Background: an optimization exercise with open tools, aiming at small area, a short achievable clock period and few clock cycles per item. Do not read the settings as production practice. No functional check of the RTL was part of any run shown here.

==> flow/design.v, too long to show whole: its modules and the start of the top module <==
// module mul_unit: 1093 lines
// module mul_final: 134 lines
// module ooo_core: 142 lines
module ooo_core (
    input  wire logic        clk,
    input  wire logic        i_arst_n,
    input  wire logic        i_disp_valid,
    input  wire logic [2:0]  i_disp_op,
    input  wire logic [4:0]  i_disp_rdst,
    input  wire logic [31:0] i_disp_a,
    input  wire logic [31:0] i_disp_b,
    output logic             o_disp_ready,
    output logic             o_ret_valid,
    output logic [4:0]       o_ret_rdst,
    output logic [2:0]       o_ret_tag,
    output logic [31:0]      o_ret_data,
    input  wire logic        i_ret_ready
);
  // ...
==> flow/run.sh <==
#!/bin/bash
# synth_recipe.tcl (not shown) runs the flow's synth.tcl, then flattens the netlist and writes it again
# the make line also repeats each setting of config.mk as NAME=value (left out here)
make -C /OpenROAD-flow-scripts/flow DESIGN_CONFIG=/design/flow/config.mk WORK_HOME=/design/flow/orfs CLKGATE_MAP_FILE= SYNTH_SCRIPT=/design/flow/synth_recipe.tcl finish
==> flow/config.mk <==
export PLATFORM = sky130hd
export DESIGN_NAME = ooo_core
export DESIGN_NICKNAME = ooo_core
export VERILOG_FILES = /design/flow/design.v
export SDC_FILE = /design/flow/constraint.sdc
export NUM_CORES = 4
export LEC_CHECK = 0
export ABC_CLOCK_PERIOD_IN_PS = 3600
export CAP_MARGIN = 20
export CORE_MARGIN = 2
export CORE_UTILIZATION = 40
export SETUP_SLACK_MARGIN = 2.9
export SLEW_MARGIN = 20
==> flow/constraint.sdc <==
create_clock -name core_clock -period 6.5 [get_ports {clk}]
set_input_delay 1.3000 -clock core_clock [delete_from_list [all_inputs] [get_ports {clk}]]
set_output_delay 1.3000 -clock core_clock [all_outputs]
set_load 0.01 [all_outputs]
==> key figures, run 1 <==
Hold path
  • Hold path startpoint: rdst1[0]

Critical path
  • CP max FO: 3
  • CP endpoint kind: register
  • Worst Path Required: roughly 6.8 ns
  • Critical path's top delay family: adder cells
  • Worst setup path startpoint: a1[25]

Routing
  • Initial DRT Pass Iterations: 6
  • Uppermost routed layer: met4

Placed design
  • Placed insts: 3,357
  • Placed Area: 27,400 um^2
  • Placer Congestion: 0.955

Floorplanning
  • Placement row count: 92
  • Die Width: 256 um
  • DIE AREA: approximately 65,000 um^2
  • Num tapcells: 846

STA
  • Slew Limit Fails: 0
  • Min Clock Period, post-route: around 4 ns

Layout
  • Fin cells: approximately 3,600
  • Diodes inserted: 0
  • ClkCell Share: between 3 and 4%
  • Nets: approximately 3,200
  • Non-clock buffers: roughly 370
  • Number of filler cells placed in the layout: 5,620
  • Number of multi-input logic gates: about 1,800

GRT
  • Initial antenna violation count: 0
  • Vias in the first global route: 21,000
  • Met2 Resource Use GR: 43.0%
  • Routing usage on met3: 3.20%
  • Gr ovfl total: 0
  • GR peak layer: met2

Synth
  • Syn. warnings: 1
  • Synth area leaders: edfxtp_1, fa_1, xnor2_1
  • Synth Area in Simple Gates: between 6 and 7%
  • Unique cell type count in the Yosys netlist: 82
  • EDFF count, synth: 221

CTS
  • Post-CTS sizing: between 150 and 200
  • Setup Buffers After CTS: around 150
  • Number of H-tree levels: 1

Outcome
  • Outcome: timing/DRC/antenna clean
==> module mul_final, before the edit <==
module mul_final (
    input  wire logic [95:0] i_rows,
    output logic      [31:0] o_sum
);
    wire fs1;
    wire fc2;
    wire fs3;
    wire fc4;
    wire fs5;
    wire fc6;
    wire fs7;
    wire fc8;
    wire fs9;
    wire fc10;
    wire fs11;
    wire fc12;
    wire fs13;
    wire fc14;
    wire fs15;
    wire fc16;
    wire fs17;
    wire fc18;
    wire fs19;
    wire fc20;
    wire fs21;
    wire fc22;
    wire fs23;
    wire fc24;
    wire fs25;
    wire fc26;
    wire fs27;
    wire fc28;
    wire fs29;
    wire fc30;
    wire fs31;
    wire fc32;
    wire fs33;
    wire fc34;
    wire fs35;
    wire fc36;
    wire fs37;
    wire fc38;
    wire fs39;
    wire fc40;
    wire fs41;
    wire fc42;
    wire fs43;
    wire fc44;
    wire fs45;
    wire fc46;
    wire fs47;
    wire fc48;
    wire fs49;
    wire fc50;
    wire fs51;
    wire fc52;
    wire fs53;
    wire fc54;
    wire fs55;
    wire fc56;
    wire fs57;
    wire fc58;
    wire fs59;
    wire fc60;
    wire fs61;
    wire fc62;
    wire fs63;
    assign fs1 = i_rows[0] ^ i_rows[32];
    assign fc2 = i_rows[0] & i_rows[32];
    assign fs3 = i_rows[1] ^ i_rows[33] ^ i_rows[65];
    assign fc4 = (i_rows[1] & i_rows[33]) | (i_rows[1] & i_rows[65]) | (i_rows[33] & i_rows[65]);
    assign fs5 = i_rows[2] ^ i_rows[34] ^ i_rows[66];
    assign fc6 = (i_rows[2] & i_rows[34]) | (i_rows[2] & i_rows[66]) | (i_rows[34] & i_rows[66]);
    assign fs7 = i_rows[35] ^ i_rows[3] ^ i_rows[67];
    assign fc8 = (i_rows[35] & i_rows[3]) | (i_rows[35] & i_rows[67]) | (i_rows[3] & i_rows[67]);
    assign fs9 = i_rows[36] ^ i_rows[4] ^ i_rows[68];
    assign fc10 = (i_rows[36] & i_rows[4]) | (i_rows[36] & i_rows[68]) | (i_rows[4] & i_rows[68]);
    assign fs11 = i_rows[37] ^ i_rows[5] ^ i_rows[69];
    assign fc12 = (i_rows[37] & i_rows[5]) | (i_rows[37] & i_rows[69]) | (i_rows[5] & i_rows[69]);
    assign fs13 = i_rows[38] ^ i_rows[6] ^ i_rows[70];
    assign fc14 = (i_rows[38] & i_rows[6]) | (i_rows[38] & i_rows[70]) | (i_rows[6] & i_rows[70]);
    assign fs15 = i_rows[39] ^ i_rows[71] ^ i_rows[7];
    assign fc16 = (i_rows[39] & i_rows[71]) | (i_rows[39] & i_rows[7]) | (i_rows[71] & i_rows[7]);
    assign fs17 = i_rows[40] ^ i_rows[72] ^ i_rows[8];
    assign fc18 = (i_rows[40] & i_rows[72]) | (i_rows[40] & i_rows[8]) | (i_rows[72] & i_rows[8]);
    assign fs19 = i_rows[41] ^ i_rows[73] ^ i_rows[9];
    assign fc20 = (i_rows[41] & i_rows[73]) | (i_rows[41] & i_rows[9]) | (i_rows[73] & i_rows[9]);
    assign fs21 = i_rows[10] ^ i_rows[42] ^ i_rows[74];
    assign fc22 = (i_rows[10] & i_rows[42]) | (i_rows[10] & i_rows[74]) | (i_rows[42] & i_rows[74]);
    assign fs23 = i_rows[11] ^ i_rows[43] ^ i_rows[75];
    assign fc24 = (i_rows[11] & i_rows[43]) | (i_rows[11] & i_rows[75]) | (i_rows[43] & i_rows[75]);
    assign fs25 = i_rows[12] ^ i_rows[44] ^ i_rows[76];
    assign fc26 = (i_rows[12] & i_rows[44]) | (i_rows[12] & i_rows[76]) | (i_rows[44] & i_rows[76]);
    assign fs27 = i_rows[13] ^ i_rows[45] ^ i_rows[77];
    assign fc28 = (i_rows[13] & i_rows[45]) | (i_rows[13] & i_rows[77]) | (i_rows[45] & i_rows[77]);
    assign fs29 = i_rows[14] ^ i_rows[46] ^ i_rows[78];
    assign fc30 = (i_rows[14] & i_rows[46]) | (i_rows[14] & i_rows[78]) | (i_rows[46] & i_rows[78]);
    assign fs31 = i_rows[15] ^ i_rows[47] ^ i_rows[79];
    assign fc32 = (i_rows[15] & i_rows[47]) | (i_rows[15] & i_rows[79]) | (i_rows[47] & i_rows[79]);
    assign fs33 = i_rows[16] ^ i_rows[48] ^ i_rows[80];
    assign fc34 = (i_rows[16] & i_rows[48]) | (i_rows[16] & i_rows[80]) | (i_rows[48] & i_rows[80]);
    assign fs35 = i_rows[17] ^ i_rows[49] ^ i_rows[81];
    assign fc36 = (i_rows[17] & i_rows[49]) | (i_rows[17] & i_rows[81]) | (i_rows[49] & i_rows[81]);
    assign fs37 = i_rows[18] ^ i_rows[50] ^ i_rows[82];
    assign fc38 = (i_rows[18] & i_rows[50]) | (i_rows[18] & i_rows[82]) | (i_rows[50] & i_rows[82]);
    assign fs39 = i_rows[19] ^ i_rows[51] ^ i_rows[83];
    assign fc40 = (i_rows[19] & i_rows[51]) | (i_rows[19] & i_rows[83]) | (i_rows[51] & i_rows[83]);
    assign fs41 = i_rows[20] ^ i_rows[52] ^ i_rows[84];
    assign fc42 = (i_rows[20] & i_rows[52]) | (i_rows[20] & i_rows[84]) | (i_rows[52] & i_rows[84]);
    assign fs43 = i_rows[21] ^ i_rows[53] ^ i_rows[85];
    assign fc44 = (i_rows[21] & i_rows[53]) | (i_rows[21] & i_rows[85]) | (i_rows[53] & i_rows[85]);
    assign fs45 = i_rows[22] ^ i_rows[54] ^ i_rows[86];
    assign fc46 = (i_rows[22] & i_rows[54]) | (i_rows[22] & i_rows[86]) | (i_rows[54] & i_rows[86]);
    assign fs47 = i_rows[23] ^ i_rows[55] ^ i_rows[87];
    assign fc48 = (i_rows[23] & i_rows[55]) | (i_rows[23] & i_rows[87]) | (i_rows[55] & i_rows[87]);
    assign fs49 = i_rows[24] ^ i_rows[56] ^ i_rows[88];
    assign fc50 = (i_rows[24] & i_rows[56]) | (i_rows[24] & i_rows[88]) | (i_rows[56] & i_rows[88]);
    assign fs51 = i_rows[25] ^ i_rows[57] ^ i_rows[89];
    assign fc52 = (i_rows[25] & i_rows[57]) | (i_rows[25] & i_rows[89]) | (i_rows[57] & i_rows[89]);
    assign fs53 = i_rows[26] ^ i_rows[58] ^ i_rows[90];
    assign fc54 = (i_rows[26] & i_rows[58]) | (i_rows[26] & i_rows[90]) | (i_rows[58] & i_rows[90]);
    assign fs55 = i_rows[27] ^ i_rows[59] ^ i_rows[91];
    assign fc56 = (i_rows[27] & i_rows[59]) | (i_rows[27] & i_rows[91]) | (i_rows[59] & i_rows[91]);
    assign fs57 = i_rows[28] ^ i_rows[60] ^ i_rows[92];
    assign fc58 = (i_rows[28] & i_rows[60]) | (i_rows[28] & i_rows[92]) | (i_rows[60] & i_rows[92]);
    assign fs59 = i_rows[29] ^ i_rows[61] ^ i_rows[93];
    assign fc60 = (i_rows[29] & i_rows[61]) | (i_rows[29] & i_rows[93]) | (i_rows[61] & i_rows[93]);
    assign fs61 = i_rows[30] ^ i_rows[62] ^ i_rows[94];
    assign fc62 = (i_rows[30] & i_rows[62]) | (i_rows[30] & i_rows[94]) | (i_rows[62] & i_rows[94]);
    assign fs63 = i_rows[31] ^ i_rows[63] ^ i_rows[95];
    wire [31:0] fx, fy;
    assign {fy, fx} = {fs63, fs61, fs59, fs57, fs55, fs53, fs51, fs49, fs47, fs45, fs43, fs41, fs39, fs37, fs35, fs33, fs31, fs29, fs27, fs25, fs23, fs21, fs19, fs17, fs15, fs13, fs11, fs9, fs7, fs5, fs3, fs1, fc62, fc60, fc58, fc56, fc54, fc52, fc50, fc48, fc46, fc44, fc42, fc40, fc38, fc36, fc34, fc32, fc30, fc28, fc26, fc24, fc22, fc20, fc18, fc16, fc14, fc12, fc10, fc8, fc6, fc4, fc2, i_rows[64]};
    assign o_sum = fx + fy;
endmodule
==> module ooo_core, before the edit <==
module ooo_core (
    input  wire logic        clk,
    input  wire logic        i_arst_n,
    input  wire logic        i_disp_valid,
    input  wire logic [2:0]  i_disp_op,
    input  wire logic [4:0]  i_disp_rdst,
    input  wire logic [31:0] i_disp_a,
    input  wire logic [31:0] i_disp_b,
    output logic             o_disp_ready,
    output logic             o_ret_valid,
    output logic [4:0]       o_ret_rdst,
    output logic [2:0]       o_ret_tag,
    output logic [31:0]      o_ret_data,
    input  wire logic        i_ret_ready
);
    function automatic logic [31:0] rev32(logic [31:0] v);
        for (int i = 0; i < 32; i++) rev32[i] = v[31-i];
    endfunction
    localparam int ROWS = 3;
    logic        en;
    logic        take;
    logic        is_mul, is_shift, is_sub;
    logic [32:0] addsub;
    logic [31:0] a0;
    logic [15:0] one0, two0, neg0;
    logic [32:0] bx;
    assign is_mul   = (i_disp_op == 3'd7);
    assign is_shift = (i_disp_op == 3'd5) | (i_disp_op == 3'd6);
    assign is_sub   = (i_disp_op == 3'd1);
    assign addsub   = {i_disp_a, 1'b1} + {i_disp_b ^ {32{is_sub}}, is_sub};
    always_comb begin
        case (i_disp_op)
            3'd0, 3'd1: a0 = addsub[32:1];
            3'd2:       a0 = i_disp_a & i_disp_b;
            3'd3:       a0 = i_disp_a | i_disp_b;
            3'd4:       a0 = i_disp_a ^ i_disp_b;
            3'd6:       a0 = rev32(i_disp_a);
            default:    a0 = i_disp_a;
        endcase
    end
    assign bx = {i_disp_b, 1'b0};
    always_comb begin
        for (int j = 0; j < 16; j++) begin
            if (is_mul) begin
                one0[j] = bx[2*j+1] ^ bx[2*j];
                two0[j] = (bx[2*j+2] & ~bx[2*j+1] & ~bx[2*j]) | (~bx[2*j+2] & bx[2*j+1] & bx[2*j]);
                neg0[j] = bx[2*j+2];
            end else if (is_shift) begin
                one0[j] = (i_disp_b[4:1] == 4'(j)) & ~i_disp_b[0];
                two0[j] = (i_disp_b[4:1] == 4'(j)) & i_disp_b[0];
                neg0[j] = 1'b0;
            end else begin
                one0[j] = (j == 0);
                two0[j] = 1'b0;
                neg0[j] = 1'b0;
            end
        end
    end
    logic        v1;
    logic [31:0] a1;
    logic [15:0] one1, two1, neg1;
    logic [4:0]  rdst1;
    logic        rev1;
    always_ff @(posedge clk or negedge i_arst_n) begin
        if (!i_arst_n) v1 <= 1'b0;
        else if (en)   v1 <= i_disp_valid;
    end
    always_ff @(posedge clk) begin
        if (en) begin
            a1    <= a0;
            one1  <= one0;
            two1  <= two0;
            neg1  <= neg0;
            rdst1 <= i_disp_rdst;
            rev1  <= (i_disp_op == 3'd6);
        end
    end
    logic [32*ROWS-1:0] rows1;
    mul_unit u_mul (
        .a      (a1),
        .i_one  (one1),
        .i_two  (two1),
        .i_neg  (neg1),
        .o_rows (rows1)
    );
    logic        v2;
    logic [32*ROWS-1:0] rows2;
    logic [4:0]  rdst2;
    logic        rev2;
    always_ff @(posedge clk or negedge i_arst_n) begin
        if (!i_arst_n) v2 <= 1'b0;
        else if (en)   v2 <= v1;
    end
    always_ff @(posedge clk) begin
        if (en) begin
            rows2 <= rows1;
            rdst2 <= rdst1;
            rev2  <= rev1;
        end
    end
    logic [31:0] sum2, res2;
    mul_final u_final (
        .i_rows (rows2),
        .o_sum  (sum2)
    );
    assign res2 = rev2 ? rev32(sum2) : sum2;
    logic        out_v, skid_v;
    logic [36:0] out_q, skid_q;
    logic [2:0]  tag_q;
    logic        push;
    assign en   = ~skid_v;
    assign push = en & v2;
    assign take = out_v & i_ret_ready;
    always_ff @(posedge clk or negedge i_arst_n) begin
        if (!i_arst_n) begin
            out_v  <= 1'b0;
            skid_v <= 1'b0;
            tag_q  <= 3'd0;
        end else begin
            if (take) tag_q <= tag_q + 3'd1;
            if (take || !out_v) begin
                out_v  <= skid_v | push;
                skid_v <= 1'b0;
            end else if (push) begin
                skid_v <= 1'b1;
            end
        end
    end
    always_ff @(posedge clk) begin
        if (take || !out_v) begin
            out_q <= skid_v ? skid_q : {rdst2, res2};
        end
        if (!skid_v) begin
            skid_q <= {rdst2, res2};
        end
    end
    assign o_disp_ready = en;
    assign o_ret_valid  = out_v;
    assign o_ret_rdst   = out_q[36:32];
    assign o_ret_data   = out_q[31:0];
    assign o_ret_tag    = tag_q;
endmodule
==> inputs of run 2 (changes only) <==
--- a/flow/design.v
+++ b/flow/design.v
@@ -1,15 +1,20 @@
 `default_nettype none
+package rob_pkg;
+    localparam int CS_BITS = 104;
+endpackage
+`default_nettype wire
+`default_nettype none
 module mul_unit (
     input  wire logic [31:0] a,
     input  wire logic [15:0] i_one,
     input  wire logic [15:0] i_two,
     input  wire logic [15:0] i_neg,
-    output logic      [95:0] o_rows
+    output logic      [103:0] o_cs
 );
     wire ms1;
     wire mc2;
     wire ms3;
     wire mc4;
     wire ms5;
     wire mc6;
     wire ms7;
@@ -393,30 +398,17 @@
     wire ms385;
     wire mc386;
     wire ms387;
     wire mc388;
     wire ms389;
     wire mc390;
     wire ms391;
     wire mc392;
-    wire ms393;
-    wire ms394;
-    wire ms395;
-    wire ms396;
-    wire ms397;
-    wire ms398;
-    wire ms399;
-    wire ms400;
-    wire ms401;
-    wire ms402;
-    wire ms403;
-    wire ms404;
-    wire ms405;
-    wire ms406;
+    wire top_pp;
     wire pp0_0 = (i_one[0] & a[0]) ^ i_neg[0];
     wire pp0_1 = ((i_one[0] & a[1]) | (i_two[0] & a[0])) ^ i_neg[0];
     wire pp0_2 = ((i_one[0] & a[2]) | (i_two[0] & a[1])) ^ i_neg[0];
     wire pp0_3 = ((i_one[0] & a[3]) | (i_two[0] & a[2])) ^ i_neg[0];
     wire pp0_4 = ((i_one[0] & a[4]) | (i_two[0] & a[3])) ^ i_neg[0];
     wire pp0_5 = ((i_one[0] & a[5]) | (i_two[0] & a[4])) ^ i_neg[0];
     wire pp0_6 = ((i_one[0] & a[6]) | (i_two[0] & a[5])) ^ i_neg[0];
     wire pp0_7 = ((i_one[0] & a[7]) | (i_two[0] & a[6])) ^ i_neg[0];
@@ -1071,34 +1063,21 @@
     assign ms385 = ms375 ^ ms377 ^ ms379;
     assign mc386 = (ms375 & ms377) | (ms375 & ms379) | (ms377 & ms379);
     assign ms387 = ms381 ^ mc356 ^ mc358;
     assign mc388 = (ms381 & mc356) | (ms381 & mc358) | (mc356 & mc358);
     assign ms389 = ms383 ^ ms385 ^ mc360;
     assign mc390 = (ms383 & ms385) | (ms383 & mc360) | (ms385 & mc360);
     assign ms391 = ms387 ^ mc362;
     assign mc392 = ms387 & mc362;
-    assign ms393 = pp0_31 ^ pp10_31 ^ pp11_31;
-    assign ms394 = pp12_31 ^ pp13_31 ^ pp14_31;
-    assign ms395 = pp15_31 ^ pp1_31 ^ pp2_31;
-    assign ms396 = pp3_31 ^ pp4_31 ^ pp5_31;
-    assign ms397 = pp6_31 ^ pp7_31 ^ pp8_31;
-    assign ms398 = pp9_31 ^ mc366 ^ mc368;
-    assign ms399 = mc370 ^ mc372 ^ mc374;
-    assign ms400 = ms393 ^ ms394 ^ ms395;
-    assign ms401 = ms396 ^ ms397 ^ mc376;
-    assign ms402 = mc378 ^ mc380 ^ mc382;
-    assign ms403 = ms398 ^ ms399 ^ ms400;
-    assign ms404 = mc384 ^ mc386 ^ ms401;
-    assign ms405 = ms402 ^ ms403 ^ mc388;
-    assign ms406 = ms404 ^ mc390;
-    assign o_rows = {ms406, ms391, ms363, ms335, ms311, ms287, ms263, ms241, ms219, ms199, ms179, ms161, ms141, ms127, ms111, ms97, ms83, ms71, ms57, ms49, ms39, ms31, ms21, ms17, ms11, ms5, ms3, ms1, 1'b0, pp1_2, 1'b0, 1'b0, mc392, mc364, ms361, ms337, mc288, mc264, mc242, mc220, mc200, mc180, mc162, ms159, ms143, mc112, mc98, mc84, mc72, ms69, ms59, mc40, mc32, ms29, ms23, mc12, ms9, ms7, mc2, pp2_4, pp1_3, pp0_2, 1'b0, pp0_0, ms405, ms389, mc336, mc312, ms309, ms285, ms261, ms239, ms217, ms197, ms177, mc142, mc128, ms125, ms109, ms95, ms81, mc58, mc50, ms47, ms37, mc22, mc18, ms15, mc6, mc4, pp2_5, pp1_4, pp0_3, i_neg[1], pp0_1, i_neg[0]};
+    assign top_pp = pp0_31 ^ pp1_31 ^ pp2_31 ^ pp3_31 ^ pp4_31 ^ pp5_31 ^ pp6_31 ^ pp7_31 ^ pp8_31 ^ pp9_31 ^ pp10_31 ^ pp11_31 ^ pp12_31 ^ pp13_31 ^ pp14_31 ^ pp15_31;
+    assign o_cs = {top_pp, mc392, mc390, mc388, mc386, mc384, mc382, mc380, mc378, mc376, mc374, mc372, mc370, mc368, mc366, ms391, mc364, ms389, ms363, ms361, mc336, ms335, ms337, mc312, ms311, mc288, ms309, ms287, mc264, ms285, ms263, mc242, ms261, ms241, mc220, ms239, ms219, mc200, ms217, ms199, mc180, ms197, ms179, mc162, ms177, ms161, ms159, mc142, ms141, ms143, mc128, ms127, mc112, ms125, ms111, mc98, ms109, ms97, mc84, ms95, ms83, mc72, ms81, ms71, ms69, mc58, ms57, ms59, mc50, ms49, mc40, ms47, ms39, mc32, ms37, ms31, ms29, mc22, ms21, ms23, mc18, ms17, mc12, ms15, ms11, ms9, mc6, ms5, ms7, mc4, ms3, mc2, pp2_5, ms1, pp2_4, pp1_4, pp1_3, pp0_3, pp1_2, pp0_2, i_neg[1], pp0_1, pp0_0, i_neg[0]};
 endmodule
 module mul_final (
-    input  wire logic [95:0] i_rows,
+    input  wire logic [103:0] i_cs,
     output logic      [31:0] o_sum
 );
     wire fs1;
     wire fc2;
     wire fs3;
     wire fc4;
     wire fs5;
     wire fc6;
@@ -1149,86 +1128,77 @@
     wire fs51;
     wire fc52;
     wire fs53;
     wire fc54;
     wire fs55;
     wire fc56;
     wire fs57;
     wire fc58;
-    wire fs59;
-    wire fc60;
-    wire fs61;
-    wire fc62;
-    wire fs63;
-    assign fs1 = i_rows[0] ^ i_rows[32];
-    assign fc2 = i_rows[0] & i_rows[32];
-    assign fs3 = i_rows[1] ^ i_rows[33] ^ i_rows[65];
-    assign fc4 = (i_rows[1] & i_rows[33]) | (i_rows[1] & i_rows[65]) | (i_rows[33] & i_rows[65]);
-    assign fs5 = i_rows[2] ^ i_rows[34] ^ i_rows[66];
-    assign fc6 = (i_rows[2] & i_rows[34]) | (i_rows[2] & i_rows[66]) | (i_rows[34] & i_rows[66]);
-    assign fs7 = i_rows[35] ^ i_rows[3] ^ i_rows[67];
-    assign fc8 = (i_rows[35] & i_rows[3]) | (i_rows[35] & i_rows[67]) | (i_rows[3] & i_rows[67]);
-    assign fs9 = i_rows[36] ^ i_rows[4] ^ i_rows[68];
-    assign fc10 = (i_rows[36] & i_rows[4]) | (i_rows[36] & i_rows[68]) | (i_rows[4] & i_rows[68]);
-    assign fs11 = i_rows[37] ^ i_rows[5] ^ i_rows[69];
-    assign fc12 = (i_rows[37] & i_rows[5]) | (i_rows[37] & i_rows[69]) | (i_rows[5] & i_rows[69]);
-    assign fs13 = i_rows[38] ^ i_rows[6] ^ i_rows[70];
-    assign fc14 = (i_rows[38] & i_rows[6]) | (i_rows[38] & i_rows[70]) | (i_rows[6] & i_rows[70]);
-    assign fs15 = i_rows[39] ^ i_rows[71] ^ i_rows[7];
-    assign fc16 = (i_rows[39] & i_rows[71]) | (i_rows[39] & i_rows[7]) | (i_rows[71] & i_rows[7]);
-    assign fs17 = i_rows[40] ^ i_rows[72] ^ i_rows[8];
-    assign fc18 = (i_rows[40] & i_rows[72]) | (i_rows[40] & i_rows[8]) | (i_rows[72] & i_rows[8]);
-    assign fs19 = i_rows[41] ^ i_rows[73] ^ i_rows[9];
-    assign fc20 = (i_rows[41] & i_rows[73]) | (i_rows[41] & i_rows[9]) | (i_rows[73] & i_rows[9]);
-    assign fs21 = i_rows[10] ^ i_rows[42] ^ i_rows[74];
-    assign fc22 = (i_rows[10] & i_rows[42]) | (i_rows[10] & i_rows[74]) | (i_rows[42] & i_rows[74]);
-    assign fs23 = i_rows[11] ^ i_rows[43] ^ i_rows[75];
-    assign fc24 = (i_rows[11] & i_rows[43]) | (i_rows[11] & i_rows[75]) | (i_rows[43] & i_rows[75]);
-    assign fs25 = i_rows[12] ^ i_rows[44] ^ i_rows[76];
-    assign fc26 = (i_rows[12] & i_rows[44]) | (i_rows[12] & i_rows[76]) | (i_rows[44] & i_rows[76]);
-    assign fs27 = i_rows[13] ^ i_rows[45] ^ i_rows[77];
-    assign fc28 = (i_rows[13] & i_rows[45]) | (i_rows[13] & i_rows[77]) | (i_rows[45] & i_rows[77]);
-    assign fs29 = i_rows[14] ^ i_rows[46] ^ i_rows[78];
-    assign fc30 = (i_rows[14] & i_rows[46]) | (i_rows[14] & i_rows[78]) | (i_rows[46] & i_rows[78]);
-    assign fs31 = i_rows[15] ^ i_rows[47] ^ i_rows[79];
-    assign fc32 = (i_rows[15] & i_rows[47]) | (i_rows[15] & i_rows[79]) | (i_rows[47] & i_rows[79]);
-    assign fs33 = i_rows[16] ^ i_rows[48] ^ i_rows[80];
-    assign fc34 = (i_rows[16] & i_rows[48]) | (i_rows[16] & i_rows[80]) | (i_rows[48] & i_rows[80]);
-    assign fs35 = i_rows[17] ^ i_rows[49] ^ i_rows[81];
-    assign fc36 = (i_rows[17] & i_rows[49]) | (i_rows[17] & i_rows[81]) | (i_rows[49] & i_rows[81]);
-    assign fs37 = i_rows[18] ^ i_rows[50] ^ i_rows[82];
-    assign fc38 = (i_rows[18] & i_rows[50]) | (i_rows[18] & i_rows[82]) | (i_rows[50] & i_rows[82]);
-    assign fs39 = i_rows[19] ^ i_rows[51] ^ i_rows[83];
-    assign fc40 = (i_rows[19] & i_rows[51]) | (i_rows[19] & i_rows[83]) | (i_rows[51] & i_rows[83]);
-    assign fs41 = i_rows[20] ^ i_rows[52] ^ i_rows[84];
-    assign fc42 = (i_rows[20] & i_rows[52]) | (i_rows[20] & i_rows[84]) | (i_rows[52] & i_rows[84]);
-    assign fs43 = i_rows[21] ^ i_rows[53] ^ i_rows[85];
-    assign fc44 = (i_rows[21] & i_rows[53]) | (i_rows[21] & i_rows[85]) | (i_rows[53] & i_rows[85]);
-    assign fs45 = i_rows[22] ^ i_rows[54] ^ i_rows[86];
-    assign fc46 = (i_rows[22] & i_rows[54]) | (i_rows[22] & i_rows[86]) | (i_rows[54] & i_rows[86]);
-    assign fs47 = i_rows[23] ^ i_rows[55] ^ i_rows[87];
-    assign fc48 = (i_rows[23] & i_rows[55]) | (i_rows[23] & i_rows[87]) | (i_rows[55] & i_rows[87]);
-    assign fs49 = i_rows[24] ^ i_rows[56] ^ i_rows[88];
-    assign fc50 = (i_rows[24] & i_rows[56]) | (i_rows[24] & i_rows[88]) | (i_rows[56] & i_rows[88]);
-    assign fs51 = i_rows[25] ^ i_rows[57] ^ i_rows[89];
-    assign fc52 = (i_rows[25] & i_rows[57]) | (i_rows[25] & i_rows[89]) | (i_rows[57] & i_rows[89]);
-    assign fs53 = i_rows[26] ^ i_rows[58] ^ i_rows[90];
-    assign fc54 = (i_rows[26] & i_rows[58]) | (i_rows[26] & i_rows[90]) | (i_rows[58] & i_rows[90]);
-    assign fs55 = i_rows[27] ^ i_rows[59] ^ i_rows[91];
-    assign fc56 = (i_rows[27] & i_rows[59]) | (i_rows[27] & i_rows[91]) | (i_rows[59] & i_rows[91]);
-    assign fs57 = i_rows[28] ^ i_rows[60] ^ i_rows[92];
-    assign fc58 = (i_rows[28] & i_rows[60]) | (i_rows[28] & i_rows[92]) | (i_rows[60] & i_rows[92]);
-    assign fs59 = i_rows[29] ^ i_rows[61] ^ i_rows[93];
-    assign fc60 = (i_rows[29] & i_rows[61]) | (i_rows[29] & i_rows[93]) | (i_rows[61] & i_rows[93]);
-    assign fs61 = i_rows[30] ^ i_rows[62] ^ i_rows[94];
-    assign fc62 = (i_rows[30] & i_rows[62]) | (i_rows[30] & i_rows[94]) | (i_rows[62] & i_rows[94]);
-    assign fs63 = i_rows[31] ^ i_rows[63] ^ i_rows[95];
+    assign fs1 = i_cs[3] ^ i_cs[4];
+    assign fc2 = i_cs[3] & i_cs[4];
+    assign fs3 = i_cs[6] ^ i_cs[7];
+    assign fc4 = i_cs[6] & i_cs[7];
+    assign fs5 = i_cs[10] ^ i_cs[8] ^ i_cs[9];
+    assign fc6 = (i_cs[10] & i_cs[8]) | (i_cs[10] & i_cs[9]) | (i_cs[8] & i_cs[9]);
+    assign fs7 = i_cs[11] ^ i_cs[12] ^ i_cs[13];
+    assign fc8 = (i_cs[11] & i_cs[12]) | (i_cs[11] & i_cs[13]) | (i_cs[12] & i_cs[13]);
+    assign fs9 = i_cs[14] ^ i_cs[15] ^ i_cs[16];
+    assign fc10 = (i_cs[14] & i_cs[15]) | (i_cs[14] & i_cs[16]) | (i_cs[15] & i_cs[16]);
+    assign fs11 = i_cs[17] ^ i_cs[18] ^ i_cs[19];
+    assign fc12 = (i_cs[17] & i_cs[18]) | (i_cs[17] & i_cs[19]) | (i_cs[18] & i_cs[19]);
+    assign fs13 = i_cs[20] ^ i_cs[21] ^ i_cs[22];
+    assign fc14 = (i_cs[20] & i_cs[21]) | (i_cs[20] & i_cs[22]) | (i_cs[21] & i_cs[22]);
+    assign fs15 = i_cs[23] ^ i_cs[24] ^ i_cs[25];
+    assign fc16 = (i_cs[23] & i_cs[24]) | (i_cs[23] & i_cs[25]) | (i_cs[24] & i_cs[25]);
+    assign fs17 = i_cs[26] ^ i_cs[27] ^ i_cs[28];
+    assign fc18 = (i_cs[26] & i_cs[27]) | (i_cs[26] & i_cs[28]) | (i_cs[27] & i_cs[28]);
+    assign fs19 = i_cs[29] ^ i_cs[30] ^ i_cs[31];
+    assign fc20 = (i_cs[29] & i_cs[30]) | (i_cs[29] & i_cs[31]) | (i_cs[30] & i_cs[31]);
+    assign fs21 = i_cs[32] ^ i_cs[33] ^ i_cs[34];
+    assign fc22 = (i_cs[32] & i_cs[33]) | (i_cs[32] & i_cs[34]) | (i_cs[33] & i_cs[34]);
+    assign fs23 = i_cs[35] ^ i_cs[36] ^ i_cs[37];
+    assign fc24 = (i_cs[35] & i_cs[36]) | (i_cs[35] & i_cs[37]) | (i_cs[36] & i_cs[37]);
+    assign fs25 = i_cs[38] ^ i_cs[39] ^ i_cs[40];
+    assign fc26 = (i_cs[38] & i_cs[39]) | (i_cs[38] & i_cs[40]) | (i_cs[39] & i_cs[40]);
+    assign fs27 = i_cs[41] ^ i_cs[42] ^ i_cs[43];
+    assign fc28 = (i_cs[41] & i_cs[42]) | (i_cs[41] & i_cs[43]) | (i_cs[42] & i_cs[43]);
+    assign fs29 = i_cs[44] ^ i_cs[45] ^ i_cs[46];
+    assign fc30 = (i_cs[44] & i_cs[45]) | (i_cs[44] & i_cs[46]) | (i_cs[45] & i_cs[46]);
+    assign fs31 = i_cs[47] ^ i_cs[48] ^ i_cs[49];
+    assign fc32 = (i_cs[47] & i_cs[48]) | (i_cs[47] & i_cs[49]) | (i_cs[48] & i_cs[49]);
+    assign fs33 = i_cs[50] ^ i_cs[51] ^ i_cs[52];
+    assign fc34 = (i_cs[50] & i_cs[51]) | (i_cs[50] & i_cs[52]) | (i_cs[51] & i_cs[52]);
+    assign fs35 = i_cs[53] ^ i_cs[54] ^ i_cs[55];
+    assign fc36 = (i_cs[53] & i_cs[54]) | (i_cs[53] & i_cs[55]) | (i_cs[54] & i_cs[55]);
+    assign fs37 = i_cs[56] ^ i_cs[57] ^ i_cs[58];
+    assign fc38 = (i_cs[56] & i_cs[57]) | (i_cs[56] & i_cs[58]) | (i_cs[57] & i_cs[58]);
+    assign fs39 = i_cs[59] ^ i_cs[60] ^ i_cs[61];
+    assign fc40 = (i_cs[59] & i_cs[60]) | (i_cs[59] & i_cs[61]) | (i_cs[60] & i_cs[61]);
+    assign fs41 = i_cs[62] ^ i_cs[63] ^ i_cs[64];
+    assign fc42 = (i_cs[62] & i_cs[63]) | (i_cs[62] & i_cs[64]) | (i_cs[63] & i_cs[64]);
+    assign fs43 = i_cs[65] ^ i_cs[66] ^ i_cs[67];
+    assign fc44 = (i_cs[65] & i_cs[66]) | (i_cs[65] & i_cs[67]) | (i_cs[66] & i_cs[67]);
+    assign fs45 = i_cs[68] ^ i_cs[69] ^ i_cs[70];
+    assign fc46 = (i_cs[68] & i_cs[69]) | (i_cs[68] & i_cs[70]) | (i_cs[69] & i_cs[70]);
+    assign fs47 = i_cs[71] ^ i_cs[72] ^ i_cs[73];
+    assign fc48 = (i_cs[71] & i_cs[72]) | (i_cs[71] & i_cs[73]) | (i_cs[72] & i_cs[73]);
+    assign fs49 = i_cs[74] ^ i_cs[75] ^ i_cs[76];
+    assign fc50 = (i_cs[74] & i_cs[75]) | (i_cs[74] & i_cs[76]) | (i_cs[75] & i_cs[76]);
+    assign fs51 = i_cs[77] ^ i_cs[78] ^ i_cs[79];
+    assign fc52 = (i_cs[77] & i_cs[78]) | (i_cs[77] & i_cs[79]) | (i_cs[78] & i_cs[79]);
+    assign fs53 = i_cs[80] ^ i_cs[81] ^ i_cs[82];
+    assign fc54 = (i_cs[80] & i_cs[81]) | (i_cs[80] & i_cs[82]) | (i_cs[81] & i_cs[82]);
+    assign fs55 = i_cs[83] ^ i_cs[84] ^ i_cs[85];
+    assign fc56 = (i_cs[83] & i_cs[84]) | (i_cs[83] & i_cs[85]) | (i_cs[84] & i_cs[85]);
+    assign fs57 = i_cs[86] ^ i_cs[87] ^ i_cs[88];
+    assign fc58 = (i_cs[86] & i_cs[87]) | (i_cs[86] & i_cs[88]) | (i_cs[87] & i_cs[88]);
     wire [31:0] fx, fy;
-    assign {fy, fx} = {fs63, fs61, fs59, fs57, fs55, fs53, fs51, fs49, fs47, fs45, fs43, fs41, fs39, fs37, fs35, fs33, fs31, fs29, fs27, fs25, fs23, fs21, fs19, fs17, fs15, fs13, fs11, fs9, fs7, fs5, fs3, fs1, fc62, fc60, fc58, fc56, fc54, fc52, fc50, fc48, fc46, fc44, fc42, fc40, fc38, fc36, fc34, fc32, fc30, fc28, fc26, fc24, fc22, fc20, fc18, fc16, fc14, fc12, fc10, fc8, fc6, fc4, fc2, i_rows[64]};
+    assign fx = {i_cs[89] ^ i_cs[90] ^ i_cs[91] ^ i_cs[92] ^ i_cs[93] ^ i_cs[94] ^ i_cs[95] ^ i_cs[96] ^ i_cs[97] ^ i_cs[98] ^ i_cs[99] ^ i_cs[100] ^ i_cs[101] ^ i_cs[102] ^ i_cs[103] ^ fc58, fc56, fc54, fc52, fc50, fc48, fc46, fc44, fc42, fc40, fc38, fc36, fc34, fc32, fc30, fc28, fc26, fc24, fc22, fc20, fc18, fc16, fc14, fc12, fc10, fc8, fc6, fc4, fc2, i_cs[5], i_cs[2], i_cs[0]};
+    assign fy = {1'b0, fs57, fs55, fs53, fs51, fs49, fs47, fs45, fs43, fs41, fs39, fs37, fs35, fs33, fs31, fs29, fs27, fs25, fs23, fs21, fs19, fs17, fs15, fs13, fs11, fs9, fs7, fs5, fs3, fs1, 1'b0, i_cs[1]};
     assign o_sum = fx + fy;
 endmodule
 `default_nettype wire
 `timescale 1ns/1ps
 `default_nettype none
 module ooo_core (
     input  wire logic        clk,
     input  wire logic        i_arst_n,
@@ -1242,17 +1212,16 @@
     output logic [4:0]       o_ret_rdst,
     output logic [2:0]       o_ret_tag,
     output logic [31:0]      o_ret_data,
     input  wire logic        i_ret_ready
 );
     function automatic logic [31:0] rev32(logic [31:0] v);
         for (int i = 0; i < 32; i++) rev32[i] = v[31-i];
     endfunction
-    localparam int ROWS = 3;
     logic        en;
     logic        take;
     logic        is_mul, is_shift, is_sub;
     logic [32:0] addsub;
     logic [31:0] a0;
     logic [15:0] one0, two0, neg0;
     logic [32:0] bx;
     assign is_mul   = (i_disp_op == 3'd7);
@@ -1301,74 +1270,61 @@
             a1    <= a0;
             one1  <= one0;
             two1  <= two0;
             neg1  <= neg0;
             rdst1 <= i_disp_rdst;
             rev1  <= (i_disp_op == 3'd6);
         end
     end
-    logic [32*ROWS-1:0] rows1;
+    logic [rob_pkg::CS_BITS-1:0] cs1;
     mul_unit u_mul (
         .a      (a1),
         .i_one  (one1),
         .i_two  (two1),
         .i_neg  (neg1),
-        .o_rows (rows1)
+        .o_cs   (cs1)
     );
     logic        v2;
-    logic [32*ROWS-1:0] rows2;
+    logic [rob_pkg::CS_BITS-1:0] cs2;
     logic [4:0]  rdst2;
     logic        rev2;
     always_ff @(posedge clk or negedge i_arst_n) begin
         if (!i_arst_n) v2 <= 1'b0;
         else if (en)   v2 <= v1;
     end
     always_ff @(posedge clk) begin
         if (en) begin
-            rows2 <= rows1;
+            cs2   <= cs1;
             rdst2 <= rdst1;
             rev2  <= rev1;
         end
     end
     logic [31:0] sum2, res2;
     mul_final u_final (
-        .i_rows (rows2),
+        .i_cs  (cs2),
         .o_sum  (sum2)
     );
     assign res2 = rev2 ? rev32(sum2) : sum2;
-    logic        out_v, skid_v;
-    logic [36:0] out_q, skid_q;
+    logic        out_v;
+    logic [36:0] out_q;
     logic [2:0]  tag_q;
-    logic        push;
-    assign en   = ~skid_v;
-    assign push = en & v2;
     assign take = out_v & i_ret_ready;
+    assign en   = ~out_v | i_ret_ready;
     always_ff @(posedge clk or negedge i_arst_n) begin
         if (!i_arst_n) begin
-            out_v  <= 1'b0;
-            skid_v <= 1'b0;
-            tag_q  <= 3'd0;
+            out_v <= 1'b0;
+            tag_q <= 3'd0;
         end else begin
             if (take) tag_q <= tag_q + 3'd1;
-            if (take || !out_v) begin
-                out_v  <= skid_v | push;
-                skid_v <= 1'b0;
-            end else if (push) begin
-                skid_v <= 1'b1;
-            end
+            if (en)   out_v <= v2;
         end
     end
     always_ff @(posedge clk) begin
-        if (take || !out_v) begin
-            out_q <= skid_v ? skid_q : {rdst2, res2};
-        end
-        if (!skid_v) begin
-            skid_q <= {rdst2, res2};
-        end
+        if (en) out_q <= {rdst2, res2};
     end
     assign o_disp_ready = en;
     assign o_ret_valid  = out_v;
     assign o_ret_rdst   = out_q[36:32];
     assign o_ret_data   = out_q[31:0];
     assign o_ret_tag    = tag_q;
 endmodule
 `default_nettype wire
==> flow/config.mk (replaced) <==
export PLATFORM = sky130hd
export DESIGN_NAME = ooo_core
export DESIGN_NICKNAME = ooo_core
export VERILOG_FILES = /design/flow/design.v
export SDC_FILE = /design/flow/constraint.sdc
export NUM_CORES = 4
export LEC_CHECK = 0
export CAP_MARGIN = 20
export CORE_MARGIN = 2
export CORE_UTILIZATION = 40
export SLEW_MARGIN = 20
==> key figures, run 2 <==
Outcome
  • Outcome: timing/DRC/antenna clean

STA
  • Fin crit share: between 70% and 80%
  • Fmax: 0.210 GHz
  • Max_slew headroom: between 20% and 30%
  • Min Clock Period, post-route: 4.76 ns (+0.749 ns)
  • Final hold violation count: 0
  • Slew at the pin with the worst max-slew slack: 1.20 ns
  • Final setup violation count: 0
  • Skew final: 0.0207 ns
  • Final setup TNS: 0 ns
  • Slew Limit Fails: 0 (unchanged)
  • Crit path setup slack, layout: ~1.7 ns
  • RSZ-0062 raised after global routing: no

Synth
  • Unique cell type count in the Yosys netlist: 73 (-11%)
  • Syn. warnings: 1 (unchanged)
  • Top post-synthesis cells by count: a22oi_1, xnor2_1, inv_1
  • Synth area leaders: edfxtp_1, fa_1, xnor2_1
  • Primary FF master, synth: edfxtp_1
  • Top cell type's share of synthesized area: approximately 29%
  • EDFF count, synth: 233 (+5.4%)
  • Syn_area_per_cell: 10.0 um^2
  • Async SR Flop Fraction: 2.51%
  • Net Count, Synth: around 2,900
  • Syn Inst Count: 2,419
  • Sequential fraction of the synthesis area: between 20 and 30%
  • Synth Register Bits: 239
  • Synthesized area: between 20,000 and 25,000 um^2
  • Synth area leader: edfxtp_1

Routing
  • Vias per cell: approximately 5.7
  • ANT nets after route: 0
  • Metal2 WL: 35.7 mm
  • WL met3: 5.72 mm
  • Routed len/inst: ~23 um
  • Initial DRT Pass Iterations: 6 (unchanged)
  • Routed length on met1: between 30 and 40 mm
  • Via count: around 19,000
  • DRT iter0 DRCs: around 1,800
  • DRC: 0
  • Post-detailed-routing wire length: between 70 and 80 mm
  • Uppermost routed layer: met4

Critical path
  • Critical path class: in2reg
  • R2R depth: 9
  • WP data arrival: about 5.1 ns
  • Crit path launch type: primary input
  • Capturing point of the worst reg2reg path: cs2[88]
  • Worst Path Required: 6.81 ns (-0.02 ns)
  • RR Startpoint: neg1[5]
  • CP endpoint kind: register
  • CP max FO: 19 (+16)
  • Flop2flop setup slack: 2.15 ns

CTS
  • Later-pin clock latency in the skew report: approximately 0.58 ns
  • Reg clk slew, reported paths: roughly 0.070 ns
  • Number of H-tree levels: 1 (unchanged)
  • Clock Sinks: between 200 and 250
  • CTS Hold Bufs: 0
  • Post-CTS sizing: 0 (-100%)
  • TritonCTS clock tree: built
  • Longest Clk Path Bufs: 3
  • Clk root buf: clkbuf_16
  • Setup Buffers After CTS: 0 (-100%)
  • CTS Buf Count: 30

Floorplanning
  • Starting Density: about two fifths
  • DIE AREA: 62,700 um^2 (-4.1%)
  • Placement row count: 90 (-2.2%)
  • Placeable Area: between 60,000 and 70,000 um^2
  • Die Width: 250 um (-2.1%)
  • I/O pins: 118
  • Die height: 250 um

Layout
  • Area Growth Syn to Fin: 12.2%
  • Largest register by flop count: cs2
  • Share of cells above drive strength 1: roughly 5.6%
  • Most frequent cells in the layout: xnor2_1, a22oi_1, inv_1
  • Nets: 2,871 (-9.7%)
  • Max reg flops: between 100 and 150
  • Fin util: a little under half
  • Top Registers: cs2: 104 flops, out_q: 37 flops, a1: 32 flops

GRT
  • Pin count of the biggest net entering global routing: roughly 180
  • Gr ovfl total: 0 (unchanged)
  • Vias in the first global route: 18,900 (-10%)
  • Tot GR Track Use: 24.1%
  • First-pass GRT wire length: about 120 mm
  • Initial antenna violation count: 1 (+1)

Placed design
  • Dpl hpwl: roughly 55 mm
  • Pre-CTS setup slack: roughly 1.2 ns
  • Placer Congestion: 0.922 (-3.5%)
  • I/O Buffers: ~120

Hold path
  • Hold endpoint: rdst2[1]
  • Hold path startpoint: rdst1[1]
  • Worst hold path class: reg2reg
  • Hold path cells: 0

Run
  • Total of max-cap violations: 0
run 2: changes by cell type after synthesis, moves of 6 or more:
cell and change:
and3_1 -6, mux2i_1 -13, dfxtp_1 -37, nand3_1 -11, nor2_1 -7, o21ai_0 +7, a31oi_1 +6, edfxtp_1 +12
o221ai_1 -13, nand2_1 -13, clkbuf_1 -33, inv_1 -8
run 2: critical path, stage by stage:
cell	delay (ns)
buf_2	0.20
or2_2	0.34
nor2_4	0.62
xnor2_1	0.17
ha_1	0.38
a211o_1	0.29
a311o_1	0.33
o21ai_0	0.20
nand2_1	0.21
a311oi_1	0.43
o21bai_1	0.12
a21oi_1	0.20
xor2_1	0.16
o21ai_0	0.09
run 2: kinds of logic (layout without fill, tap and decap cells):
group	count (synthesis)	in the layout	synth area share [%]
buf+inv	438	479	6.79
compound gates	635	635	17.7
other cells	0	1	0
flops	239	239	29.4
fa+ha+maj	359	359	24.5
xor+xnor	406	406	14.6
mux	31	31	1.35
simple gates	311	311	5.60
run 2: through the flow:
stage	area, um^2	hold WS, ns	cells
after CTS	27300	0.420	3242
final	27300	0.418	3243
after global routing	27300	0.426	3243
after floorplan	24300	0.400	2419
after global placement	26100	0.402	3186
after detailed placement	26100	0.405	3186
run 2: area by class of cell:
class | instances | area (um^2)
fill | 5720 | 33000
sequential | 239 | 7150
tap | 782 | 978
multi-input combinational | 1742 | 15500
timing repair buffer | 163 | 1510
clock inverter | 25 | 355
inverter | 260 | 976
clock buffer | 31 | 776
antenna | 1 | 2.50
run 2: worst max-delay path by stage:
stage	start	endpoint	slack, ns	cells after the start
after global placement	i_disp_op[1]	a1[31]	1.23	14
after CTS	i_disp_op[1]	a1[26]	1.83	14
after global routing	i_disp_op[1]	a1[25]	1.52	14
after detailed placement	i_disp_op[1]	a1[24]	1.22	14
final	i_disp_op[1]	a1[25]	1.74	14
after floorplan	i_ret_ready	o_disp_ready	0.89	1
run 2: routing by layer:
| metal | GRT usage [%] | vias to the layer above |
|---|---|---|
| li1 | - | 8410 |
| met1 | 32.3 | 9191 |
| met2 | 39.9 | 882 |
| met3 | 3.19 | 155 |
| met4 | 9.00 | 0 |
| met5 | 0 | - |
==> inputs of run 3 (changes only) <==
--- a/flow/config.mk
+++ b/flow/config.mk
@@ -9,3 +9,4 @@
 export CORE_MARGIN = 2
 export CORE_UTILIZATION = 40
+export SETUP_SLACK_MARGIN = 3.0
 export SLEW_MARGIN = 20
==> key figures, run 3 <==
Outcome
  • Outcome: timing/DRC/antenna clean

Critical path
  • Flop2flop setup slack: 2.90 ns (+0.75 ns)
  • RR Startpoint: cs2[27]
  • Worst setup path startpoint: i_disp_op[2]
  • CP endpoint kind: register
  • R2R depth: 11 (+2)
  • CP max-delay cell: or4b_4
  • Worst-path cell chain: buf_12 > or4b_4 > nand2_4 > ha_4 > and4bb_1 > o311a_4 > o311ai_4 > a211oi_2 > nand4b_4 > a221oi_4 > xor2_1 > o21ai_1 > o21a_1
  • Stages on the worst setup path: 13 (-1)
  • Max incr delay on CP: 0.56 ns (-0.06 ns)
  • CP max FO: 4 (-15)
  • Crit path launch type: primary input
  • Capturing point of the worst reg2reg path: out_q[0]
  • Critical path class: in2reg
  • CP bufs+invs: 1 (unchanged)
  • Worst Path Required: 6.85 ns (+0.04 ns)
  • WP data arrival: 4.24 ns (-0.83 ns)
  • Critical path's top delay family: compound AO/OA/AOI/OAI gates

Layout
  • Share of cells above drive strength 1: 21.1% (+16 points)
  • Diodes inserted: 0 (-1)
  • Nets: 3,101 (+8.0%)
  • Max reg flops: 104 (unchanged)
  • Top Registers: cs2: 104 flops, out_q: 37 flops, a1: 32 flops
  • Commonest non-fill, non-tap cell in the layout: xnor2_1
  • Fin util: 50.6% (+5.4 points)
  • Largest register by flop count: cs2
  • Most frequent cells in the layout: xnor2_1, inv_1, edfxtp_1
  • Fin cells: 3,472 (+7.1%)
  • Number of filler cells placed in the layout: 5,354 (-6.4%)
  • Area Growth Syn to Fin: 25.6%

STA
  • Fmax: 0.257 GHz (+22%)
  • Min Clock Period, post-route: 3.89 ns (-0.865 ns)
  • Final setup violation count: 0 (unchanged)
  • Fin crit share: 59.9% (-13 points)
  • Slew Limit Fails: 0 (unchanged)
  • Final setup TNS: 0 ns (unchanged)
  • RSZ-0062 raised after global routing: yes
  • Max_slew headroom: 30.2% (+9.8 points)
  • Slew at the pin with the worst max-slew slack: 1.05 ns (-0.148 ns)
  • Final hold violation count: 0 (unchanged)
  • Skew final: 0.0154 ns (-0.00531 ns)

Floorplanning
  • Placement row count: 90 (unchanged)
  • I/O pins: 118 (unchanged)
  • Die Width: 250 um (unchanged)
  • DIE AREA: 62,700 um^2 (unchanged)
  • Starting Density: 40.3% (unchanged)
  • Placeable Area: 60,200 um^2 (unchanged)
  • Die height: 250 um (unchanged)

Routing
  • DRT iter0 DRCs: 1,775 (-1.3%)
  • DRC: 0 (unchanged)
  • ANT nets after route: 0 (unchanged)
  • Initial DRT Pass Iterations: 7 (+1)
  • Post-detailed-routing wire length: 80.7 mm (+6.9%)
  • Routed len/inst: 23.2 um (-0.19%)
  • Vias per cell: 5.70 (-0.84%)
  • Via count: 19,800 (+6.2%)

Synth
  • Synthesized area: 24,300 um^2 (unchanged)
  • Top post-synthesis cells by count: a22oi_1, xnor2_1, inv_1
  • Syn Inst Count: 2,419 (unchanged)
  • Synth area leaders: edfxtp_1, fa_1, xnor2_1
  • Xor/xnor share of the synthesized area: 14.6% (unchanged)
  • Compound-Gate Fraction of Synth Area: 17.7% (unchanged)
  • Syn. warnings: 1 (unchanged)
  • Adder-cell share of the synthesized area: 24.5% (unchanged)
  • EDFF count, synth: 233 (unchanged)
  • Top cell type's share of synthesized area: 28.8% (unchanged)
  • Synth area leader: edfxtp_1
  • Syn_area_per_cell: 10.0 um^2 (unchanged)
  • Mux share of post-synthesis cell area: 1.35% (unchanged)
  • Primary FF master, synth: edfxtp_1
  • Synth Area in Simple Gates: 5.60% (unchanged)
  • Largest family of logic cells by synthesized area: adder cells
  • Sequential fraction of the synthesis area: 29.4% (unchanged)
  • Synth Register Bits: 239 (unchanged)
  • Net Count, Synth: 2,854 (unchanged)
  • Async SR Flop Fraction: 2.51% (unchanged)
  • Unique cell type count in the Yosys netlist: 73 (unchanged)

CTS
  • CTS Buf Count: 30 (unchanged)
  • Clock Sinks: 239 (unchanged)
  • CTS Hold Bufs: 0 (unchanged)
  • Clk root buf: clkbuf_16
  • Reg clk slew, reported paths: 0.06 ns (about the same)
  • Longest Clk Path Bufs: 3 (unchanged)
  • Later-pin clock latency in the skew report: 0.60 ns (+0.02 ns)
  • Number of H-tree levels: 1 (unchanged)
  • TritonCTS clock tree: built

Run
  • Total of max-cap violations: 0 (unchanged)

Placed design
  • I/O Buffers: 117 (unchanged)
  • Placer Congestion: 0.950 (+3.1%)
  • Placed insts: 3,191 (+0.16%)
  • Dpl hpwl: 56.1 mm (+1.4%)

GRT
  • Pin count of the biggest net entering global routing: 165 (-6.8%)
  • Initial antenna violation count: 1 (unchanged)
  • Vias in the first global route: 20,200 (+7.1%)
  • Tot GR Track Use: 25.4% (+1.3 points)
  • Gr ovfl total: 0 (unchanged)
  • First-pass GRT wire length: 122 mm (+5.5%)

Hold path
  • Hold path startpoint: rdst2[0]
  • Hold path cells: 0 (unchanged)
  • Worst hold path class: reg2reg
  • Hold endpoint: out_q[32]
-- run 3: timing repair --
action | CTS | global route
pin swaps | 83 | 108
endpoints found under the setup margin | 88 | 59
gates resized for setup | 153 | 155
cloned | 1 | 0
setup buffers | 191 | 33
-- run 3: logic make-up after synthesis --
| kind of cell | Yosys count |
|---|---|
| XOR/XNOR | 406 |
| AND/OR/NAND/NOR | 311 |
| multiplexers | 31 |
| adder cells (fa/ha/maj) | 359 |
| flip-flops | 239 |
| buffers and inverters | 438 |
| AO/OA/AOI/OAI | 635 |
-- run 3: cell type report --
cell class	instances	area, um^2	area share [%]
Timing Repair Buffer	392	3750	12.3
Clock inverter	20	218	0.714
Tap cell	782	978	3.21
Clock buffer	36	783	2.57
Inverter	260	986	3.23
Sequential cell	239	7150	23.4
Multi-Input combinational cell	1743	16600	54.6
-- run 3: worst register-to-register path, stage by stage, from the launching register on --
cell and delay, ns:
edfxtp_1 0.40, fa_1 0.60, ha_4 0.21, a21o_1 0.18, a21o_1 0.17, a21o_1 0.16
a32o_2 0.31, a21oi_4 0.23, o31ai_4 0.12, or4_1 0.50, and4_4 0.22, mux2_2 0.27
-- run 3: routing by layer --
metal / global-route usage (%) / share of wire (%)
met5: 0 / 0
met4: 15.5 / 6.4
met3: 3.49 / 7.1
met2: 41.1 / 46
met1: 32.4 / 40
-- run 3: worst max-delay path by stage --
stage                        end  slack, ns
after floorplan           a1[26]       2.05
after global placement    a1[29]       1.17
after detailed placement  a1[29]       1.05
after CTS                 a1[22]       2.68
after global routing      a1[22]       2.44
final                     a1[22]       2.61
-- run 3: stage by stage --
step	hold slack (ns)	cell area (um^2)	setup slack, ns
after global routing	0.435	30500	2.44
after global placement	0.402	26300	1.17
after floorplan	0.400	24700	2.05
after detailed placement	0.405	26300	1.05
final	0.420	30500	2.61
after CTS	0.421	29600	2.68
==> inputs of run 4 (changes only) <==
--- a/flow/design.v
+++ b/flow/design.v
@@ -1220,6 +1220,6 @@
     logic        en;
     logic        take;
-    logic        is_mul, is_shift, is_sub;
-    logic [32:0] addsub;
+    logic        is_mul, is_shift;
+    logic [31:0] sum0, dif0;
     logic [31:0] a0;
     logic [15:0] one0, two0, neg0;
@@ -1227,9 +1227,10 @@
     assign is_mul   = (i_disp_op == 3'd7);
     assign is_shift = (i_disp_op == 3'd5) | (i_disp_op == 3'd6);
-    assign is_sub   = (i_disp_op == 3'd1);
-    assign addsub   = {i_disp_a, 1'b1} + {i_disp_b ^ {32{is_sub}}, is_sub};
+    assign sum0     = i_disp_a + i_disp_b;
+    assign dif0     = i_disp_a - i_disp_b;
     always_comb begin
         case (i_disp_op)
-            3'd0, 3'd1: a0 = addsub[32:1];
+            3'd0:       a0 = sum0;
+            3'd1:       a0 = dif0;
             3'd2:       a0 = i_disp_a & i_disp_b;
             3'd3:       a0 = i_disp_a | i_disp_b;
--- a/flow/config.mk
+++ b/flow/config.mk
@@ -9,4 +9,4 @@
 export CORE_MARGIN = 2
 export CORE_UTILIZATION = 40
-export SETUP_SLACK_MARGIN = 3.0
+export SETUP_SLACK_MARGIN = 3.2
 export SLEW_MARGIN = 20
==> key figures, run 4 <==
Layout
  • Top Registers: cs2: 104 flops, out_q: 37 flops, a1: 32 flops
  • Largest register by flop count: cs2
  • Max reg flops: 104 (unchanged)
  • Nets: 3,229 (+4.1%)
  • Fin cells: 3,590 (+3.4%)
  • Commonest non-fill, non-tap cell in the layout: buf_4
  • Most frequent cells in the layout: buf_4, xnor2_1, edfxtp_1
  • Area Growth Syn to Fin: 30.8%
  • Post-route design area: 32,500 um^2 (+6.4%)
  • Share of cells above drive strength 1: 28.9% (+7.8 points)
  • Diodes inserted: 0 (unchanged)

Synth
  • Async SR Flop Fraction: 2.51% (unchanged)
  • Synth Register Bits: 239 (unchanged)
  • Top cell type's share of synthesized area: 28.2% (-0.61 points)
  • Synth area leader: edfxtp_1
  • Net Count, Synth: 2,924 (+2.5%)
  • Unique cell type count in the Yosys netlist: 78 (+6.8%)
  • Syn Inst Count: 2,473 (+2.2%)
  • Adder-cell share of the synthesized area: 24.8% (+0.32 points)
  • Synth area leaders: edfxtp_1, fa_1, xnor2_1
  • Top post-synthesis cells by count: a22oi_1, xnor2_1, inv_1
  • EDFF count, synth: 233 (unchanged)
  • Primary FF master, synth: edfxtp_1
  • Largest family of logic cells by synthesized area: adder cells
  • Synthesized area: 24,800 um^2 (+2.2%)
  • Mux share of post-synthesis cell area: 1.52% (+0.17 points)
  • Syn. warnings: 1 (unchanged)
  • Syn_area_per_cell: 10.0 um^2 (about the same)
  • Sequential fraction of the synthesis area: 28.8% (-0.62 points)
  • Synth Area in Simple Gates: 6.39% (+0.79 points)
  • Compound-Gate Fraction of Synth Area: 18.0% (+0.35 points)
  • Xor/xnor share of the synthesized area: 13.5% (-1.1 points)

STA
  • Slew at the pin with the worst max-slew slack: 0.924 ns (-0.123 ns)
  • Final hold violation count: 0 (unchanged)
  • Final setup TNS: 0 ns (unchanged)
  • Fin Hold WS: 0.418 ns (-0.00165 ns)
  • Slew Limit Fails: 0 (unchanged)
  • Max_slew headroom: 38.3% (+8.1 points)
  • Skew final: 0.0113 ns (-0.00408 ns)
  • Fmax: 0.232 GHz (-9.9%)
  • Fin crit share: 66.4% (+6.6 points)
  • Final setup violation count: 0 (unchanged)
  • Min Clock Period, post-route: 4.32 ns (+0.428 ns)
  • RSZ-0062 raised after global routing: yes

Placed design
  • Placed Area: 26,900 um^2 (+2.3%)
  • Placed insts: 3,240 (+1.5%)
  • Placer Congestion: 0.945 (-0.59%)
  • Dpl hpwl: 59.9 mm (+6.8%)
  • I/O Buffers: 117 (unchanged)

Floorplanning
  • Starting Density: 40.4% (about the same)
  • Die height: 253 um (+1.1%)
  • I/O pins: 118 (unchanged)
  • DIE AREA: 64,100 um^2 (+2.1%)
  • Die Width: 253 um (+1.1%)
  • Placeable Area: 61,500 um^2 (+2.1%)
  • Placement row count: 91 (+1.1%)

Routing
  • Post-detailed-routing wire length: 88.0 mm (+9.0%)
  • Initial DRT Pass Iterations: 8 (+1)
  • Routed len/inst: 24.5 um (+5.4%)
  • Via count: 21,000 (+6.3%)
  • DRC: 0 (unchanged)
  • DRT iter0 DRCs: 1,909 (+7.5%)
  • Vias per cell: 5.86 (+2.8%)
  • ANT nets after route: 0 (unchanged)

CTS
  • Later-pin clock latency in the skew report: 0.59 ns (about the same)
  • Longest Clk Path Bufs: 3 (unchanged)
  • Reg clk slew, reported paths: 0.06 ns (about the same)
  • Number of H-tree levels: 1 (unchanged)
  • CTS Hold Bufs: 0 (unchanged)
  • Clock Sinks: 239 (unchanged)
  • TritonCTS clock tree: built
  • Clk root buf: clkbuf_16
  • CTS Buf Count: 29 (-3.3%)

Critical path
  • Critical path class: in2reg
  • CP max FO: 5 (+1)
  • Max incr delay on CP: 0.36 ns (-0.20 ns)
  • Worst Path Required: 6.83 ns (-0.02 ns)
  • Crit path launch type: primary input
  • WP data arrival: 4.65 ns (+0.41 ns)
  • CP max-delay cell: or3_1
  • CP endpoint kind: register
  • Worst-path cell chain: buf_12 > clkinvlp_4 > buf_4 > ha_4 > and4b_2 > buf_4 > a31oi_4 > xnor2_1 > ha_1 > a21o_1 > o21bai_1 > or3_1 > o211ai_4 > o31ai_4 > a22oi_2 > mux2i_1 > a22o_1 > a22oi_2

GRT
  • GR peak layer: met2
  • Tot GR Track Use: 26.5% (+1.1 points)
  • Vias in the first global route: 21,100 (+4.4%)
  • Met2 Resource Use GR: 44.0% (+2.9 points)
  • Grt met1 use: 33.3% (+0.86 points)
  • Routing usage on met3: 3.91% (+0.41 points)
  • Pin count of the biggest net entering global routing: 72 (-56%)
  • Initial antenna violation count: 0 (-1)
  • First-pass GRT wire length: 129 mm (+5.2%)
  • Gr ovfl total: 0 (unchanged)

Outcome
  • Outcome: timing/DRC/antenna clean

Hold path
  • Worst hold path class: reg2reg

Run
  • Total of max-cap violations: 0 (unchanged)
run 4: changes by cell type after synthesis, sizes merged, moves of 10 or more:
cell / before / now
o21ai: 112 / 98
a31oi: 14 / 24
o22ai: 27 / 14
nor3: 22 / 10
clkbuf: 132 / 142
a32o: 3 / 31
xor2: 142 / 118
ha: 164 / 179
run 4: logic make-up (layout without fill, tap and decap cells):
kind of cell	after synthesis	count (layout)
AOI/OAI and AO/OA	646	646
and+or+nand+nor	349	351
adders and majority gates	375	375
muxes	36	36
buffers and inverters	445	770
DFF	239	239
xor gates and xnor gates	383	383
run 4: routing by layer:
layer	vias to the layer above	wire length (um)
met2	1121	41400
li1	9240	-
met5	-	0
met4	0	5510
met3	297	6860
met1	10400	34200
run 4: repair_timing:
action / 4_1_cts / 5_1_grt
endpoints found under the setup margin: 274 / 194
setup buffers: 215 / 72
pin swaps: 147 / 161
resized for setup: 291 / 223
gates cloned: 4 / 6
run 4: metrics by stage:
step                      utilization, %  setup slack, ns
final                               52.8             2.18
after global routing                52.8             2.05
after CTS                           50.2             2.22
after detailed placement            43.7            0.638
after global placement              43.7            0.657
after floorplan                        -             1.95
run 4: layout make-up:
cell class | instances | area (um^2)
clock inverter | 18 | 218
timing repair buffer | 462 | 4620
fill | 5324 | 29000
clock buffer | 35 | 748
multi-input combinational | 1791 | 17800
inverter | 255 | 976
sequential | 239 | 7150
tap | 790 | 988
run 4: critical path, delay by kind of cell:
family	cells	cell delay, ns
AOI/OAI and AO/OA	8	1.40
xor gates and xnor gates	1	0.15
adders and majority gates	2	0.43
buffers and inverters	4	0.54
muxes	1	0.21
and+or+nand+nor	2	0.61
run 4: path summary, 6_finish.rpt:
kind                       cells after the start   startpoint        to  slack (ns)
max reg2reg                                   12      cs2[13]  out_q[4]        2.95
max                                           18  i_disp_b[1]    a1[24]        2.18
min                                            0     rdst1[4]  rdst2[4]        0.42
max in group asynchronous                      1     i_arst_n        v2        5.32
min reg2reg                                    0     rdst1[4]  rdst2[4]        0.42
min in group asynchronous                      1     i_arst_n  tag_q[0]        0.96

[what the ideal ports hide]
Ports are ideal in the flow. The routed layouts listed here were re-timed in OpenROAD.
Step 1 assumes that a clkbuf_16 drives the clock port and a buf_2 every other input.
Step 2 adds t to the input delays and takes it off the output delays; t is the mean of the earliest and latest rising clock arrival at the registers after step 1. Input paths then give back, and output paths get back, about the clock's delay inside the block.
Slacks: ideal / step 1 / step 2; pairs: ideal / step 1.
run	t, ns	slack for setup (ns)	slew at the worst register clock pin (ns)
run 1	0.639	2.494 / 2.494 / 1.929	0.07 / 0.07
run 2	0.627	1.744 / 1.776 / 1.149	0.07 / 0.07
run 3	0.650	2.609 / 2.616 / 1.966	0.07 / 0.07
run 4	0.637	2.182 / 2.164 / 1.527	0.07 / 0.07
After both steps every run listed still meets setup and hold. For run 4, which loses most, drivers alone change the setup slack by -0.018 ns; drivers and shift together by -0.655 ns.
